From an optimization exercise on the open Yosys and OpenROAD flow, aimed at small area, a short achievable clock period and few clock cycles per item; shortcuts taken in it are not production practice.
Where RTL was checked, it was by simulation tests only, not by an equivalence proof against the original.

==> inputs of build 63 <==
## hsv_to_rgb_converter_core
module hsv_to_rgb_converter_core (
    input  logic                    clk,
    input  logic                    rst_n,
    input  logic                    pixel_valid,
    output logic                    pixel_ready,
    input  hsv2rgb_pkg::hsv_pixel_t pixel,
    output logic                    color_valid,
    input  logic                    color_ready,
    output hsv2rgb_pkg::rgb_pixel_t color
);
clock: 8.0 ns
lec_check: 0
abc_clock_period_in_ps: 4000
cap_margin: 20
core_margin: 2
core_utilization: 40
setup_slack_margin: 3.2
slew_margin: 20
synth_hierarchical: 1
synth_minimum_keep_size: 0
run.sh (not shown) runs the stock make flow with config.mk's settings and CLKGATE_MAP_FILE= SYNTH_SCRIPT=/design/flow/synth_recipe.tcl, a recipe that flattens the netlist after the stock synthesis.
==> inputs of build 24, as changes to build 63 <==
--- a/flow/design.v
+++ b/flow/design.v
@@ -29,15 +29,15 @@
     output logic                    pixel_ready,
     input  hsv2rgb_pkg::hsv_pixel_t pixel,
     output logic                    color_valid,
     input  logic                    color_ready,
     output hsv2rgb_pkg::rgb_pixel_t color
 );
     logic adv;
-    logic val1, val2, val3;
+    logic val1, val2, val3, o_valid;
     logic [12:0] h0, v0, s0;
     logic [13:0] d0;
     logic [12:0] c0;
     logic [1:0]  j0;
     logic [9:0]  f0;
     logic [2:0]  sec0;
     always_comb begin
@@ -1371,35 +1371,43 @@
             cp3  <= cp_full[31:24];
             sec3 <= sec2;
         end
     end
     logic [37:0] cx_full;
     logic [7:0]  cx;
     logic [23:0] x3;
+    logic [23:0] o_data;
     always_comb begin
         cx_full = (38'(n3) << 4) + 38'(n3);
         cx      = cx_full[37:30];
         case (sec3)
             3'd0:    x3 = {cv3, cx, cp3};
             3'd1:    x3 = {cx, cv3, cp3};
             3'd2:    x3 = {cp3, cv3, cx};
             3'd3:    x3 = {cp3, cx, cv3};
             3'd4:    x3 = {cx, cp3, cv3};
             default: x3 = {cv3, cp3, cx};
         endcase
     end
+    always_ff @(posedge clk) begin
+        if (adv) begin
+            o_data <= x3;
+        end
+    end
     always_ff @(posedge clk or negedge rst_n) begin
         if (!rst_n) begin
             val1    <= 1'b0;
             val2    <= 1'b0;
             val3    <= 1'b0;
+            o_valid <= 1'b0;
         end else if (adv) begin
             val1    <= pixel_valid;
             val2    <= val1;
             val3    <= val2;
+            o_valid <= val3;
         end
     end
-    assign adv         = !val3 || color_ready;
+    assign adv         = !o_valid || color_ready;
     assign pixel_ready = adv;
-    assign color_valid = val3;
-    assign color       = x3;
+    assign color_valid = o_valid;
+    assign color       = o_data;
 endmodule
==> summary.txt <==
item                                                                   build 24                 build 63
Run status                                              complete, no violations  complete, no violations
Worst clock skew                                                      0.0116 ns               0.00910 ns
Final estimated routing congestion in global placement                    0.868                    0.870
Sequential cell count                                                       184                      159
Worst reg2reg path startpoint                                  m2[17]$_DFFE_PP_         m2[20]$_DFFE_PP_
Pin count of the biggest net entering global routing                         76                       69
Vias in the first global route                                            16900                    17300
Endpoint type of the worst setup path                                 flip-flop              output port
Core Rows                                                                    85                       83
Non-clk buf share                                                         8.75%                    10.4%
Post-cts gate resize count                                                   44                      190
Effective utilization at floorplan                                        40.5%                    40.4%
Setup fix buffers added after clock tree synthesis                          128                      189
Met3 Wirelength                                                         3580 um                  3420 um
Function was not checked in any run of this note: the RTL went through the layout flow alone.

---

==> try-garnet: inputs <==
Another version of the RTL of hsv_to_rgb_converter_core (not shown whole).
clock: 8.0 ns
lec_check: 0
cap_margin: 20
core_margin: 2
core_utilization: 50
gpl_routability_driven: 0
setup_slack_margin: 3.2
slew_margin: 20
synth_hierarchical: 1
synth_minimum_keep_size: 0
==> try-ember: changes against try-garnet <==
CORE_UTILIZATION = 40   (was 50)
GPL_ROUTABILITY_DRIVEN = not set   (was 0)
TNS_END_PERCENT = 30   (was not set)
==> summary.txt <==
|  | try-garnet | try-ember |
|---|---|---|
| Worst slew slack as a fraction of its limit | 0.161 | 0.374 |
| Status | no timing/DRC/antenna violations | no timing/DRC/antenna violations |
| Nets | 2,525 | 2,526 |
| Pin count of the biggest net entering global routing | 72 | 71 |
| Total area of multi-input combinational cells | 15,300 um^2 | 15,000 um^2 |
| Vias per Instance | 5.86 | 5.53 |
| Data buffer area share | 0.101 | 0.100 |
| Vias in the first global route | 15,900 | 16,000 |
| Global-route met1 utilization | 0.339 | 0.271 |
| Maximum achievable frequency | 201 MHz | 200 MHz |
Testbench counts of try-garnet, summed over its fixed seeds: cycles 16,024, items 16,000.
Testbench counts of try-ember, summed over its fixed seeds: cycles 16,024, items 16,000.

---

==> run C: inputs <==
Another version of the RTL of hsv_to_rgb_converter_core (not shown whole).
## hsv_to_rgb_converter_core
module hsv_to_rgb_converter_core (
    input  logic                    clk,
    input  logic                    rst_n,
    input  logic                    pixel_valid,
    output logic                    pixel_ready,
    input  hsv2rgb_pkg::hsv_pixel_t pixel,
    output logic                    color_valid,
    input  logic                    color_ready,
    output hsv2rgb_pkg::rgb_pixel_t color
);
    logic adv;
    logic [12:0] h0, v0, s0;
    logic [13:0] d0;
    logic [12:0] c0;
    logic [1:0]  j0;
    logic [9:0]  f0;
    logic [2:0]  sec0;
    always_comb begin
        h0 = (pixel.hue > 13'd5744) ? 13'd5744 : pixel.hue;
        s0 = pixel.saturation[12] ? 13'd4096 : pixel.saturation;
        v0 = pixel.brightness[12] ? 13'd4096 : pixel.brightness;
        if (h0 < 13'd1920) begin
            c0 = 13'd960;  j0 = 2'd0;
        end else if (h0 < 13'd3840) begin
            c0 = 13'd2880; j0 = 2'd1;
        end else begin
            c0 = 13'd4800; j0 = 2'd2;
        end
        d0   = {1'b0, h0} - {1'b0, c0};
        f0   = d0[13] ? 10'(-d0) : d0[9:0];
        sec0 = {j0, ~d0[13]};
    end
    logic        val1;
    logic [12:0] v1, s1;
    logic [9:0]  f1;
    logic [2:0]  sec1;
    always_ff @(posedge clk) begin
        if (adv) begin
            v1   <= v0;
            s1   <= s0;
            f1   <= f0;
            sec1 <= sec0;
        end
    end
    logic        val2;
    logic [24:0] m2;
    logic [12:0] v2;
    logic [9:0]  f2;
    logic [2:0]  sec2;
    always_ff @(posedge clk) begin
        if (adv) begin
            m2   <= 25'(v1) * 25'(s1);
            v2   <= v1;
            f2   <= f1;
            sec2 <= sec1;
        end
    end
    logic [7:0]  cv, cp, cx;
    logic [20:0] cv_full;
    logic [32:0] cp_full;
    logic [38:0] cx_full;
    logic [34:0] n2;
    logic [23:0] x2;
    always_comb begin
        cv_full = (21'(v2) << 8) - 21'(v2);
        cv      = cv_full[19:12];
        cp_full = ((33'(v2) << 20) - (33'(v2) << 12)) - ((33'(m2) << 8) - 33'(m2));
        cp      = cp_full[31:24];
  ...
==> module hsv_to_rgb_converter_core, before the edit <==
module hsv_to_rgb_converter_core (
    input  logic                    clk,
    input  logic                    rst_n,
    input  logic                    pixel_valid,
    output logic                    pixel_ready,
    input  hsv2rgb_pkg::hsv_pixel_t pixel,
    output logic                    color_valid,
    input  logic                    color_ready,
    output hsv2rgb_pkg::rgb_pixel_t color
);
    logic adv;
    logic [12:0] h0, v0, s0;
    logic [13:0] d0;
    logic [12:0] c0;
    logic [1:0]  j0;
    logic [9:0]  f0;
    logic [2:0]  sec0;
    always_comb begin
        h0 = (pixel.hue > 13'd5744) ? 13'd5744 : pixel.hue;
        s0 = pixel.saturation[12] ? 13'd4096 : pixel.saturation;
        v0 = pixel.brightness[12] ? 13'd4096 : pixel.brightness;
        if (h0 < 13'd1920) begin
            c0 = 13'd960;  j0 = 2'd0;
        end else if (h0 < 13'd3840) begin
            c0 = 13'd2880; j0 = 2'd1;
        end else begin
            c0 = 13'd4800; j0 = 2'd2;
        end
        d0   = {1'b0, h0} - {1'b0, c0};
        f0   = d0[13] ? 10'(-d0) : d0[9:0];
        sec0 = {j0, ~d0[13]};
    end
    logic        val1;
    logic [12:0] v1, s1;
    logic [9:0]  f1;
    logic [2:0]  sec1;
    always_ff @(posedge clk) begin
        if (adv) begin
            v1   <= v0;
            s1   <= s0;
            f1   <= f0;
            sec1 <= sec0;
        end
    end
    logic        val2;
    logic [24:0] m2;
    logic [12:0] v2;
    logic [9:0]  f2;
    logic [2:0]  sec2;
    always_ff @(posedge clk) begin
        if (adv) begin
            m2   <= 25'(v1) * 25'(s1);
            v2   <= v1;
            f2   <= f1;
            sec2 <= sec1;
        end
    end
    logic [7:0]  cv, cp, cx;
    logic [20:0] cv_full;
    logic [32:0] cp_full;
    logic [38:0] cx_full;
    logic [34:0] n2;
    logic [23:0] x2;
    always_comb begin
        cv_full = (21'(v2) << 8) - 21'(v2);
        cv      = cv_full[19:12];
        cp_full = ((33'(v2) << 20) - (33'(v2) << 12)) - ((33'(m2) << 8) - 33'(m2));
        cp      = cp_full[31:24];
        n2      = (35'(v2) << 22) - (35'(v2) << 18) - 35'(m2) * 35'(f2);
        cx_full = (39'(n2) << 4) + 39'(n2);
        cx      = cx_full[37:30];
        case (sec2)
            3'd0:    x2 = {cv, cx, cp};
            3'd1:    x2 = {cx, cv, cp};
            3'd2:    x2 = {cp, cv, cx};
            3'd3:    x2 = {cp, cx, cv};
            3'd4:    x2 = {cx, cp, cv};
            default: x2 = {cv, cp, cx};
        endcase
    end
    logic        o_valid, k_valid;
    logic [23:0] o_data, k_data;
    logic        push, pop;
    assign push = adv && val2;
    assign pop  = o_valid && color_ready;
    always_ff @(posedge clk or negedge rst_n) begin
        if (!rst_n) begin
            val1    <= 1'b0;
            val2    <= 1'b0;
            o_valid <= 1'b0;
            k_valid <= 1'b0;
        end else begin
            if (adv) begin
                val1 <= pixel_valid;
                val2 <= val1;
            end
            if (!o_valid || pop) begin
                o_valid <= k_valid || push;
                k_valid <= k_valid && push;
            end else if (push) begin
                k_valid <= 1'b1;
            end
        end
    end
    always_ff @(posedge clk) begin
        if (!o_valid || pop) begin
            o_data <= k_valid ? k_data : x2;
        end
        if (push && (k_valid || (o_valid && !pop))) begin
            k_data <= x2;
        end
    end
    assign adv         = !k_valid;
    assign pixel_ready = adv;
    assign color_valid = o_valid;
    assign color       = o_data;
endmodule
clock: 8.0 ns
lec_check: 0
cap_margin: 20
core_margin: 2
core_utilization: 40
slew_margin: 20
==> run P: changes against run C <==
--- a/flow/design.v
+++ b/flow/design.v
@@ -69,44 +69,56 @@
             sec2 <= sec1;
         end
     end
-    logic [7:0]  cv, cp, cx;
     logic [20:0] cv_full;
     logic [32:0] cp_full;
+    logic        val3;
+    logic [34:0] n3;
+    logic [7:0]  cv3, cp3;
+    logic [2:0]  sec3;
+    always_comb begin
+        cv_full = (21'(v2) << 8) - 21'(v2);
+        cp_full = ((33'(v2) << 20) - (33'(v2) << 12)) - ((33'(m2) << 8) - 33'(m2));
+    end
+    always_ff @(posedge clk) begin
+        if (adv) begin
+            n3   <= (35'(v2) << 22) - (35'(v2) << 18) - 35'(m2) * 35'(f2);
+            cv3  <= cv_full[19:12];
+            cp3  <= cp_full[31:24];
+            sec3 <= sec2;
+        end
+    end
     logic [38:0] cx_full;
-    logic [34:0] n2;
+    logic [7:0]  cx;
     logic [23:0] x2;
     always_comb begin
-        cv_full = (21'(v2) << 8) - 21'(v2);
-        cv      = cv_full[19:12];
-        cp_full = ((33'(v2) << 20) - (33'(v2) << 12)) - ((33'(m2) << 8) - 33'(m2));
-        cp      = cp_full[31:24];
-        n2      = (35'(v2) << 22) - (35'(v2) << 18) - 35'(m2) * 35'(f2);
-        cx_full = (39'(n2) << 4) + 39'(n2);
+        cx_full = (39'(n3) << 4) + 39'(n3);
         cx      = cx_full[37:30];
-        case (sec2)
-            3'd0:    x2 = {cv, cx, cp};
-            3'd1:    x2 = {cx, cv, cp};
-            3'd2:    x2 = {cp, cv, cx};
-            3'd3:    x2 = {cp, cx, cv};
-            3'd4:    x2 = {cx, cp, cv};
-            default: x2 = {cv, cp, cx};
+        case (sec3)
+            3'd0:    x2 = {cv3, cx, cp3};
+            3'd1:    x2 = {cx, cv3, cp3};
+            3'd2:    x2 = {cp3, cv3, cx};
+            3'd3:    x2 = {cp3, cx, cv3};
+            3'd4:    x2 = {cx, cp3, cv3};
+            default: x2 = {cv3, cp3, cx};
         endcase
     end
     logic        o_valid, k_valid;
     logic [23:0] o_data, k_data;
     logic        push, pop;
-    assign push = adv && val2;
+    assign push = adv && val3;
     assign pop  = o_valid && color_ready;
     always_ff @(posedge clk or negedge rst_n) begin
         if (!rst_n) begin
             val1    <= 1'b0;
             val2    <= 1'b0;
+            val3    <= 1'b0;
             o_valid <= 1'b0;
             k_valid <= 1'b0;
         end else begin
             if (adv) begin
                 val1 <= pixel_valid;
                 val2 <= val1;
+                val3 <= val2;
             end
             if (!o_valid || pop) begin
                 o_valid <= k_valid || push;
==> metrics.md <==
| Metric | Value |
|---|---|
| Status | finished clean |
| Post-place setup slack | approximately 1.5 ns |
| Non-clock buffer share | about 2.7% |
| Synth top area share | roughly 28% |
| FF/Latch Area | around 0.006 sq mm |
| Dpl hpwl | about 45 mm |
| Die extent in y | between 200 and 300 um |
| Seq_cells | between 150 and 200 |
| Cells after DPL | about 3400 |
| Detailed Route WL | roughly 56 mm |
The numbers above come from run P.

==> metrics.md <==
| Metric | Value |
|---|---|
| Failing Checks | negative setup slack |
| Cells after DPL | roughly 3400 |
| Final worst slack | -0.305 ns |
| Finish-stage setup viols | 34 |
| Status | complete, but fails checks |
| FF/Latch Area | approximately 0.0042 sq mm |
| Detailed Route WL | roughly 58 mm |
The numbers above come from run C.

Testbench counts of run P, summed over its fixed seeds: cycles 16,032, items 16,000.
Function not checked in run C: the RTL went through the layout flow alone.

-- static timing again, ports no longer ideal --
The results above use ideal ports. As a check the final layouts listed here were re-extracted and re-timed, cells and wires unchanged.
Step 1 assumes that a clkbuf_16 drives the clock port and a buf_2 every other input.
Step 2, shift: input delay + t, output delay - t, t = (earliest + latest rising clock arrival at the registers) / 2. This alone moves slack from input paths to output paths.
Slacks: ideal / step 1 / step 2; pairs: ideal / step 1.
run	shift t [ns]	setup WS [ns]	cell pins on the clock port's net
build 63	0.540	2.743 / 2.688 / 2.960	1
build 24	0.543	3.119 / 3.119 / 2.975	1
try-garnet	0.516	3.028 / 3.028 / 3.028	1
try-ember	0.538	2.990 / 2.990 / 2.990	1
run C	0.504	-0.305 / -0.305 / -0.305	1
run P	0.555	1.466 / 1.466 / 1.466	1
For build 24, which loses most, drivers alone change the setup slack by 0.000 ns; drivers and shift together by -0.144 ns.
